Background: an optimization exercise with open tools, aiming at small area and a short achievable clock period. Do not read the settings as production practice.
Function was not checked in any run shown here: the RTL went through the layout flow alone.
Power figures rest on the tool's default switching activity, not on a simulated workload.

$ cat run.sh
#!/bin/bash
# synth_recipe.tcl (not shown) runs the flow's synth.tcl, then flattens the netlist and writes it again
# the make line also repeats each setting of config.mk as NAME=value (left out here)
make -C /OpenROAD-flow-scripts/flow DESIGN_CONFIG=/design/flow/config.mk WORK_HOME=/design/flow/orfs CLKGATE_MAP_FILE= SYNTH_SCRIPT=/design/flow/synth_recipe.tcl finish
$ cat config.mk
export PLATFORM = sky130hd
export DESIGN_NAME = k423_if_ras
export DESIGN_NICKNAME = k423_if_ras
export VERILOG_FILES = /design/flow/design.v
export SDC_FILE = /design/flow/constraint.sdc
export NUM_CORES = 4
export LEC_CHECK = 0
export CAP_MARGIN = 20
export CORE_MARGIN = 2
export CORE_UTILIZATION = 55
export SETUP_SLACK_MARGIN = 4.0
export SLEW_MARGIN = 20
$ cat constraint.sdc
create_clock -name core_clock -period 7.0 [get_ports {clk_i}]
set_input_delay 1.4000 -clock core_clock [delete_from_list [all_inputs] [get_ports {clk_i}]]
set_output_delay 1.4000 -clock core_clock [all_outputs]
set_load 0.01 [all_outputs]
$ cat design.v
module k423_if_ras_ctl #(
  parameter int NS   = 16,
  parameter int PW   = 4,
  parameter int XLEN = 32,
  parameter int CW   = 5
) (
  input  logic            fire_i,
  input  logic            call_i,
  input  logic            ret_i,
  input  logic [XLEN-1:0] pc_i,
  input  logic [PW-1:0]   ptr_i,
  input  logic [CW-1:0]   cnt_i,
  input  logic [XLEN-1:0] top_i,      
  input  logic [XLEN-1:0] tg_i,       
  input  logic [7:0]      rc_i,
  input  logic [XLEN-1:0] rd_a_i,     
  input  logic [7:0]      rd_rc_i,
  output logic [NS-1:0]   we_o,       
  output logic [XLEN-1:0] top_o,
  output logic [XLEN-1:0] tg_o,
  output logic [7:0]      rc_o,
  output logic [PW-1:0]   ptr_o,
  output logic [CW-1:0]   cnt_o
);
  logic            ne, full, eq, sat, rcz;
  logic            push, pop, both, same, wr;
  logic            bump, unwind, newup, repl, rem, ld;
  logic [XLEN-1:0] ra, rd4;
  logic [PW-1:0]   up, dn;
  logic [7:0]      rc_inc, rc_dec;
  logic [CW-1:0]   cnt_inc, cnt_dec;
  assign ra[1:0]  = pc_i[1:0];
  assign rd4[1:0] = rd_a_i[1:0];
  assign ra[2]    = ~pc_i[2];
  assign rd4[2]   = ~rd_a_i[2];
  for (genvar k = 3; k < XLEN; k++) begin : g_a
    assign ra[k]  = pc_i[k]   ^ (&pc_i[k-1:2]);
    assign rd4[k] = rd_a_i[k] ^ (&rd_a_i[k-1:2]);
  end
  assign rc_inc[0] = ~rc_i[0];
  assign rc_dec[0] = ~rc_i[0];
  for (genvar k = 1; k < 8; k++) begin : g_r
    assign rc_inc[k] = rc_i[k] ^ (&rc_i[k-1:0]);
    assign rc_dec[k] = rc_i[k] ^ ~(|rc_i[k-1:0]);
  end
  assign cnt_inc[0] = ~cnt_i[0];
  assign cnt_dec[0] = ~cnt_i[0];
  for (genvar k = 1; k < CW; k++) begin : g_c
    assign cnt_inc[k] = cnt_i[k] ^ (&cnt_i[k-1:0]);
    assign cnt_dec[k] = cnt_i[k] ^ ~(|cnt_i[k-1:0]);
  end
  assign up[0] = ~ptr_i[0];
  assign dn[0] = ~ptr_i[0];
  for (genvar k = 1; k < PW; k++) begin : g_p
    assign up[k] = ptr_i[k] ^ (&ptr_i[k-1:0]);
    assign dn[k] = ptr_i[k] ^ ~(|ptr_i[k-1:0]);
  end
  assign ne    = (cnt_i != '0);
  assign full  = cnt_i[CW-1];
  assign eq    = (top_i == pc_i);            
  assign sat   = &rc_i;
  assign rcz   = ~|rc_i;
  assign push   = fire_i & call_i & ~ret_i;
  assign pop    = fire_i & ret_i & ~call_i;
  assign both   = fire_i & call_i & ret_i;
  assign same   = ne & eq & ~sat;
  assign wr     = fire_i & call_i & ~(ret_i & ne);    
  assign bump   = push & same;
  assign newup  = (push & ~same) | (both & ~ne);
  assign repl   = both & ne;
  assign unwind = pop & ne & ~rcz;
  assign rem    = pop & ne & rcz;
  assign ld     = newup | repl;
  always_comb
    for (int i = 0; i < NS; i++)
      we_o[i] = wr & (up == i);
  assign top_o = ld ? pc_i : (rem ? rd_a_i : top_i);
  assign tg_o  = ld ? ra : (rem ? rd4 : tg_i);
  assign rc_o  = ld ? 8'h00 : (rem ? rd_rc_i : (bump ? rc_inc : (unwind ? rc_dec : rc_i)));
  assign ptr_o = newup ? up : (rem ? dn : ptr_i);
  assign cnt_o = (newup & ~full) ? cnt_inc : (rem ? cnt_dec : cnt_i);
endmodule
module k423_if_ras #(
  parameter int RAS_DEPTH = 16,
  parameter int RAS_PTR_W = $clog2(RAS_DEPTH)
) (
  input  logic                            clk_i,
  input  logic                            rst_i,
  input  logic                            flush_i,
  input  logic                            if_vld_i,
  input  logic [32-1:0]           if_pc_i,
  input  logic                            dec_call_i,
  input  logic                            dec_ret_i,
  input  logic                            cmt_vld_i,
  input  logic [32-1:0]           cmt_pc_i,
  input  logic                            cmt_call_i,
  input  logic                            cmt_ret_i,
  output logic                            ras_vld_o,
  output logic [32-1:0]           ras_tgt_o,
  output logic [$clog2(RAS_DEPTH+1)-1:0]  ras_cnt_o
);
  localparam int NS   = RAS_DEPTH;
  localparam int PW   = RAS_PTR_W;
  localparam int XLEN = 32;
  localparam int CW   = $clog2(RAS_DEPTH+1);
  logic [XLEN-1:0] c_top, c_top_n, c_rd_a, c_tg, c_tg_n;
  logic [7:0]      c_rc, c_rc_n, c_rd_rc;
  logic [XLEN-1:0] c_sa [NS];
  logic [7:0]      c_sr [NS];
  logic [PW-1:0]   c_ptr, c_ptr_n;
  logic [NS-1:0]   c_we;
  logic [CW-1:0]   c_cnt, c_cnt_n;
  logic [XLEN-1:0] s_top, s_top_n, s_rd_a, s_tg, s_tg_n;
  logic [7:0]      s_rc, s_rc_n, s_rd_rc;
  logic [XLEN-1:0] s_sa [NS];
  logic [7:0]      s_sr [NS];
  logic [PW-1:0]   s_ptr, s_ptr_n;
  logic [NS-1:0]   s_we;
  logic [CW-1:0]   s_cnt, s_cnt_n;
  always_comb begin
    c_rd_a = '0; c_rd_rc = '0; s_rd_a = '0; s_rd_rc = '0;
    for (int i = 0; i < NS; i++) begin
      c_rd_a  = c_rd_a  | ({XLEN{c_ptr == i}} & c_sa[i]);
      c_rd_rc = c_rd_rc | ({8{c_ptr == i}}    & c_sr[i]);
      s_rd_a  = s_rd_a  | ({XLEN{s_ptr == i}} & s_sa[i]);
      s_rd_rc = s_rd_rc | ({8{s_ptr == i}}    & s_sr[i]);
    end
  end
  k423_if_ras_ctl #(.NS(NS), .PW(PW), .XLEN(XLEN), .CW(CW)) u_cctl (
    .fire_i(cmt_vld_i), .call_i(cmt_call_i), .ret_i(cmt_ret_i), .pc_i(cmt_pc_i),
    .ptr_i(c_ptr), .cnt_i(c_cnt), .top_i(c_top), .tg_i(c_tg), .rc_i(c_rc),
    .rd_a_i(c_rd_a), .rd_rc_i(c_rd_rc),
    .we_o(c_we), .top_o(c_top_n), .tg_o(c_tg_n), .rc_o(c_rc_n), .ptr_o(c_ptr_n), .cnt_o(c_cnt_n)
  );
  k423_if_ras_ctl #(.NS(NS), .PW(PW), .XLEN(XLEN), .CW(CW)) u_sctl (
    .fire_i(if_vld_i), .call_i(dec_call_i), .ret_i(dec_ret_i), .pc_i(if_pc_i),
    .ptr_i(s_ptr), .cnt_i(s_cnt), .top_i(s_top), .tg_i(s_tg), .rc_i(s_rc),
    .rd_a_i(s_rd_a), .rd_rc_i(s_rd_rc),
    .we_o(s_we), .top_o(s_top_n), .tg_o(s_tg_n), .rc_o(s_rc_n), .ptr_o(s_ptr_n), .cnt_o(s_cnt_n)
  );
  logic [NS-1:0]   m_we, s_g, s_f, s_h;
  logic [XLEN-1:0] m_a;
  logic [7:0]      m_r;
  assign m_we = flush_i ? c_we : s_we;
  assign m_a  = flush_i ? c_top : s_top;
  assign m_r  = flush_i ? c_rc  : s_rc;
  assign s_g  = m_we;
  assign s_f  = ~m_we & {NS{flush_i}};
  assign s_h  = ~m_we & {NS{~flush_i}};
  always_ff @(posedge clk_i) begin
    for (int i = 0; i < NS; i++) begin
      if (c_we[i]) begin
        c_sa[i] <= c_top;
        c_sr[i] <= c_rc;
      end
      s_sa[i] <= ({XLEN{s_g[i]}} & m_a) | ({XLEN{s_f[i]}} & c_sa[i]) | ({XLEN{s_h[i]}} & s_sa[i]);
      s_sr[i] <= ({8{s_g[i]}}    & m_r) | ({8{s_f[i]}}    & c_sr[i]) | ({8{s_h[i]}}    & s_sr[i]);
    end
    c_top <= c_top_n;
    c_tg  <= c_tg_n;
    c_rc  <= c_rc_n;
    s_top <= flush_i ? c_top_n : s_top_n;
    s_tg  <= flush_i ? c_tg_n  : s_tg_n;
    s_rc  <= flush_i ? c_rc_n  : s_rc_n;
  end
  always_ff @(posedge clk_i or posedge rst_i) begin
    if (rst_i) begin
      c_ptr <= '0;
      c_cnt <= '0;
      s_ptr <= '0;
      s_cnt <= '0;
    end else begin
      c_ptr <= c_ptr_n;
      c_cnt <= c_cnt_n;
      s_ptr <= flush_i ? c_ptr_n : s_ptr_n;
      s_cnt <= flush_i ? c_cnt_n : s_cnt_n;
    end
  end
  assign ras_tgt_o = s_tg;
  assign ras_vld_o = (s_cnt != '0);
  assign ras_cnt_o = s_cnt;
endmodule
==> metrics.md, run 1 <==
| Metric | Value |
|---|---|
| Status | `did not finish` |
| Failed at | `global routing (5_1_grt)` |
| Stop err | `[ERROR RSZ-0074] Failed to build tree from global routes for pin 'rebuffer664/X' and net 'net664' at grid (106950, 169050): found route to 5 pins, expected 6` |
| Area leader, netlist | `edfxtp_1` |
| Hpwl dp | `192 mm` |
| Most frequently used flop master after synthesis | `edfxtp_1` |
| Initial Utilization | `55.4%` |
| Clock Path Buffers | `3` |
| CTS Hold Bufs | `0` |
| Synth Area in Simple Gates | `under 10%` |
| Asr flop ratio synth | `1.25%` |
| Num CTS Buffers | `approximately 160` |
| Largest net degree at the start of global routing | `56` |
| Synth Instances | `5538` |
| Cells after DPL | `between 6k and 7k` |
| Xor/xnor share of the synthesized area | `under 10%` |
| Post-Synth Adder-Cell Area | `less than 1%` |
| YS warnings | `6` |
| Synth cell count leaders | `a22oi_1 (916), o21ai_0 (779), dfxtp_1 (712), edfxtp_1 (712), clkbuf_1 (360)` |
| Register area share after synthesis | `58.1%` |
| Syn_area_per_cell | `11.2 sq um` |
| Main combinational cell family by area after synthesis | `compound AO/OA/AOI/OAI gates` |
| Root Buffer | `clkbuf_16` |
| Top cells by area, synth | `edfxtp_1 (34%), dfxtp_1 (23%), a22oi_1 (11%)` |
| Row count | `~120` |
| Die Span Y | `340 um` |
| Netlist cell types | `between 90 and 100` |
| Number of buffers added on ports | `110` |
| Top cell type's share of synthesized area | `34.4%` |
| Yosys reg bits | `1442` |
| Final Wtd Congestion | `1.03` |
| Post-synth net total | `5654` |
| Synth Cell Area | `0.0621 sq mm` |
| Number of flops mapped to enable cells by yosys | `712` |
| Io pins | `approximately 110` |
| Mux cell area share after synthesis | `2.75%` |
| Die width | `340 um` |
| Compound-Gate Fraction of Synth Area | `24.6%` |
| H-tree depth | `4` |
| Most frequent cell after synthesis | `a22oi_1` |
| CTS sink count | `1442` |
[stage by stage]
| step | setup slack (ns) | instance area (sq um) | hold slack, ns | utilization (%) |
|---|---|---|---|---|
| 4_1_cts | 3.12 | 79400 | 0.456 | 70.7 |
| 3_5_place_dp | 1.45 | 65800 | 0.441 | 58.7 |
| 3_3_place_gp | 1.52 | 65800 | 0.436 | 58.7 |
| 2_1_floorplan | 3.32 | 64100 | 0.423 | - |
[how the worst min path moves through the flow]
stage / end / slack, ns / cells past startpoint
4_1_cts: c_tg[26]$_DFF_P_ / 0.46 / 2
3_3_place_gp: c_tg[26]$_DFF_P_ / 0.44 / 2
2_1_floorplan: c_tg[26]$_DFF_P_ / 0.42 / 2
3_5_place_dp: c_tg[26]$_DFF_P_ / 0.44 / 2
[cell families after synthesis]
logic type | count (synthesis)
flops | 1442
fa+ha+maj | 43
simple gates | 903
xor+xnor | 148
compound gates | 2289
buf+inv | 547
mux | 166
[repair_timing]
action / 4_1_cts
gates cloned: 63
gates resized for setup: 1135
endpoints found under the hold margin: 0
setup endpoints to repair: 1495
pin swaps: 239
setup buffers: 384
[power groups by stage]
| stage | registers (mW) | logic [mW] | clock network (mW) |
|---|---|---|---|
| after CTS | 11.9 | 15.5 | 8.56 |
| after floorplan | 11.4 | 6.79 | 0 |
| after detailed placement | 12.1 | 11.8 | 0 |
| after global placement | 12.0 | 11.8 | 0 |
==> inputs of run 2 (changes only) <==
--- a/design.v
+++ b/design.v
@@ -1,5 +1,4 @@
 module k423_if_ras_ctl #(
-  parameter int NS   = 16,
-  parameter int PW   = 4,
+  parameter int NS   = 15,
   parameter int XLEN = 32,
   parameter int CW   = 5
@@ -9,5 +8,5 @@
   input  logic            ret_i,
   input  logic [XLEN-1:0] pc_i,
-  input  logic [PW-1:0]   ptr_i,
+  input  logic [NS-1:0]   ptr_i,      
   input  logic [CW-1:0]   cnt_i,
   input  logic [XLEN-1:0] top_i,      
@@ -20,12 +19,12 @@
   output logic [XLEN-1:0] tg_o,
   output logic [7:0]      rc_o,
-  output logic [PW-1:0]   ptr_o,
+  output logic [NS-1:0]   ptr_o,
   output logic [CW-1:0]   cnt_o
 );
   logic            ne, full, eq, sat, rcz;
-  logic            push, pop, both, same, wr;
+  logic            push, pop, both, same;
   logic            bump, unwind, newup, repl, rem, ld;
   logic [XLEN-1:0] ra, rd4;
-  logic [PW-1:0]   up, dn;
+  logic [NS-1:0]   up, dn;
   logic [7:0]      rc_inc, rc_dec;
   logic [CW-1:0]   cnt_inc, cnt_dec;
@@ -50,10 +49,6 @@
     assign cnt_dec[k] = cnt_i[k] ^ ~(|cnt_i[k-1:0]);
   end
-  assign up[0] = ~ptr_i[0];
-  assign dn[0] = ~ptr_i[0];
-  for (genvar k = 1; k < PW; k++) begin : g_p
-    assign up[k] = ptr_i[k] ^ (&ptr_i[k-1:0]);
-    assign dn[k] = ptr_i[k] ^ ~(|ptr_i[k-1:0]);
-  end
+  assign up = {ptr_i[NS-2:0], ptr_i[NS-1]};
+  assign dn = {ptr_i[0], ptr_i[NS-1:1]};
   assign ne    = (cnt_i != '0);
   assign full  = cnt_i[CW-1];
@@ -65,5 +60,4 @@
   assign both   = fire_i & call_i & ret_i;
   assign same   = ne & eq & ~sat;
-  assign wr     = fire_i & call_i & ~(ret_i & ne);    
   assign bump   = push & same;
   assign newup  = (push & ~same) | (both & ~ne);
@@ -72,7 +66,5 @@
   assign rem    = pop & ne & rcz;
   assign ld     = newup | repl;
-  always_comb
-    for (int i = 0; i < NS; i++)
-      we_o[i] = wr & (up == i);
+  assign we_o  = {NS{newup}} & up;
   assign top_o = ld ? pc_i : (rem ? rd_a_i : top_i);
   assign tg_o  = ld ? ra : (rem ? rd4 : tg_i);
@@ -100,6 +92,5 @@
   output logic [$clog2(RAS_DEPTH+1)-1:0]  ras_cnt_o
 );
-  localparam int NS   = RAS_DEPTH;
-  localparam int PW   = RAS_PTR_W;
+  localparam int NS   = RAS_DEPTH - 1;
   localparam int XLEN = 32;
   localparam int CW   = $clog2(RAS_DEPTH+1);
@@ -108,5 +99,5 @@
   logic [XLEN-1:0] c_sa [NS];
   logic [7:0]      c_sr [NS];
-  logic [PW-1:0]   c_ptr, c_ptr_n;
+  logic [NS-1:0]   c_ptr, c_ptr_n;
   logic [NS-1:0]   c_we;
   logic [CW-1:0]   c_cnt, c_cnt_n;
@@ -115,5 +106,5 @@
   logic [XLEN-1:0] s_sa [NS];
   logic [7:0]      s_sr [NS];
-  logic [PW-1:0]   s_ptr, s_ptr_n;
+  logic [NS-1:0]   s_ptr, s_ptr_n;
   logic [NS-1:0]   s_we;
   logic [CW-1:0]   s_cnt, s_cnt_n;
@@ -121,11 +112,11 @@
     c_rd_a = '0; c_rd_rc = '0; s_rd_a = '0; s_rd_rc = '0;
     for (int i = 0; i < NS; i++) begin
-      c_rd_a  = c_rd_a  | ({XLEN{c_ptr == i}} & c_sa[i]);
-      c_rd_rc = c_rd_rc | ({8{c_ptr == i}}    & c_sr[i]);
-      s_rd_a  = s_rd_a  | ({XLEN{s_ptr == i}} & s_sa[i]);
-      s_rd_rc = s_rd_rc | ({8{s_ptr == i}}    & s_sr[i]);
+      c_rd_a  = c_rd_a  | ({XLEN{c_ptr[i]}} & c_sa[i]);
+      c_rd_rc = c_rd_rc | ({8{c_ptr[i]}}    & c_sr[i]);
+      s_rd_a  = s_rd_a  | ({XLEN{s_ptr[i]}} & s_sa[i]);
+      s_rd_rc = s_rd_rc | ({8{s_ptr[i]}}    & s_sr[i]);
     end
   end
-  k423_if_ras_ctl #(.NS(NS), .PW(PW), .XLEN(XLEN), .CW(CW)) u_cctl (
+  k423_if_ras_ctl #(.NS(NS), .XLEN(XLEN), .CW(CW)) u_cctl (
     .fire_i(cmt_vld_i), .call_i(cmt_call_i), .ret_i(cmt_ret_i), .pc_i(cmt_pc_i),
     .ptr_i(c_ptr), .cnt_i(c_cnt), .top_i(c_top), .tg_i(c_tg), .rc_i(c_rc),
@@ -133,5 +124,5 @@
     .we_o(c_we), .top_o(c_top_n), .tg_o(c_tg_n), .rc_o(c_rc_n), .ptr_o(c_ptr_n), .cnt_o(c_cnt_n)
   );
-  k423_if_ras_ctl #(.NS(NS), .PW(PW), .XLEN(XLEN), .CW(CW)) u_sctl (
+  k423_if_ras_ctl #(.NS(NS), .XLEN(XLEN), .CW(CW)) u_sctl (
     .fire_i(if_vld_i), .call_i(dec_call_i), .ret_i(dec_ret_i), .pc_i(if_pc_i),
     .ptr_i(s_ptr), .cnt_i(s_cnt), .top_i(s_top), .tg_i(s_tg), .rc_i(s_rc),
@@ -166,7 +157,7 @@
   always_ff @(posedge clk_i or posedge rst_i) begin
     if (rst_i) begin
-      c_ptr <= '0;
+      c_ptr <= NS'(1);
       c_cnt <= '0;
-      s_ptr <= '0;
+      s_ptr <= NS'(1);
       s_cnt <= '0;
     end else begin
==> metrics.md, run 2 <==
| Metric | Value |
|---|---|
| Status | `did not finish` |
| Failed at | `global routing (5_1_grt)` |
| Stop err | `[ERROR GRT-0116] Global routing finished with congestion. Check the congestion regions in the DRC Viewer.` |
| Most frequently used flop master after synthesis | `edfxtp_1` |
| Clock Path Buffers | `3` |
| Number of flops mapped to enable cells by yosys | `about 670` |
| YS warnings | `5` |
| Synth Cell Area | `0.0576 sq mm` |
| Register area share after synthesis | `60.1%` |
| Row count | `~120` |
| Largest net degree at the start of global routing | `46` |
| Num CTS Buffers | `146` |
| Post-Synth Adder-Cell Area | `0.674%` |
| Global-route wire length before repair | `631 mm` |
| GR Overflow Total | `~380` |
| Xor/xnor share of the synthesized area | `2.13%` |
| Synth Instances | `5062` |
| Top cells by area, synth | `edfxtp_1 (35%), dfxtp_1 (23%), a22oi_1 (13%)` |
| Vias in the first global route | `67.1k` |
| Root Buffer | `clkbuf_16` |
| CTS sink count | `between 1k and 1.5k` |
| Hpwl dp | `approximately 160 mm` |
| Top cell type's share of synthesized area | `35.0%` |
| Syn_area_per_cell | `11.4 sq um` |
| Netlist cell types | `80` |
| Number of buffers added on ports | `110` |
| Io pins | `111` |
| Most frequent cell after synthesis | `a22oi_1` |
| Die Span Y | `328 um` |
| CTS Hold Bufs | `0` |
| Yosys reg bits | `1384` |
| GRT Total Usage | `85.0%` |
| Synth cell count leaders | `a22oi_1 (1018), dfxtp_1 (672), edfxtp_1 (672)` |
| Mux cell area share after synthesis | `approximately 1.6%` |
| Die width | `328 um` |
| H-tree depth | `4` |
| Area leader, netlist | `edfxtp_1` |
| Asr flop ratio synth | `2.89%` |
| Main combinational cell family by area after synthesis | `compound AO/OA/AOI/OAI gates` |
| Synth Area in Simple Gates | `6.81%` |
| Post-synth net total | `just over 5k` |
| Initial Utilization | `a little under three fifths` |
| Final Wtd Congestion | `approximately 0.96` |
| Compound-Gate Fraction of Synth Area | `24.9%` |
run 2: worst max-delay path by stage:
stage | endpoint | slack, ns | cells past startpoint
CTS | ras_vld_o | 3.47 | 3
detailed placement | s_sa[8][22]$_DFF_P_ | 0.76 | 11
global placement | s_sa[8][16]$_DFF_P_ | 0.87 | 11
floorplan | s_sa[2][31]$_DFF_P_ | 3.51 | 10
run 2: layer usage:
layer  GRT overflow  track usage [%]
met5              6             61.0
met4            135             78.1
met3             24             78.5
met2            177             92.6
met1             35             87.6
run 2: kinds of logic after synthesis:
kind of cell    Yosys count
simple gates            790
flops                  1384
buf+inv                 504
xor+xnor                140
compound gates         2121
fa+ha+maj                31
mux                      92
run 2: metrics by stage:
| stage | instance area, sq um | instances | setup WS (ns) |
|---|---|---|---|
| global placement | 61200 | 6302 | 0.866 |
| CTS | 82800 | 7282 | 3.47 |
| floorplan | 58700 | 5062 | 3.51 |
| detailed placement | 61200 | 6302 | 0.758 |
run 2: timing repair:
action	4_1_cts
buffers inserted	484
setup endpoints to repair	1486
gates resized for setup	1801
hold endpoints to repair	0
pin swaps	371
cloned	228
run 2: power groups by stage:
stage	sequential [mW]	clock [mW]	combinational [mW]
CTS	11.5	7.71	13.0
detailed placement	12.0	0	8.80
global placement	11.9	0	8.72
floorplan	10.9	0	5.42
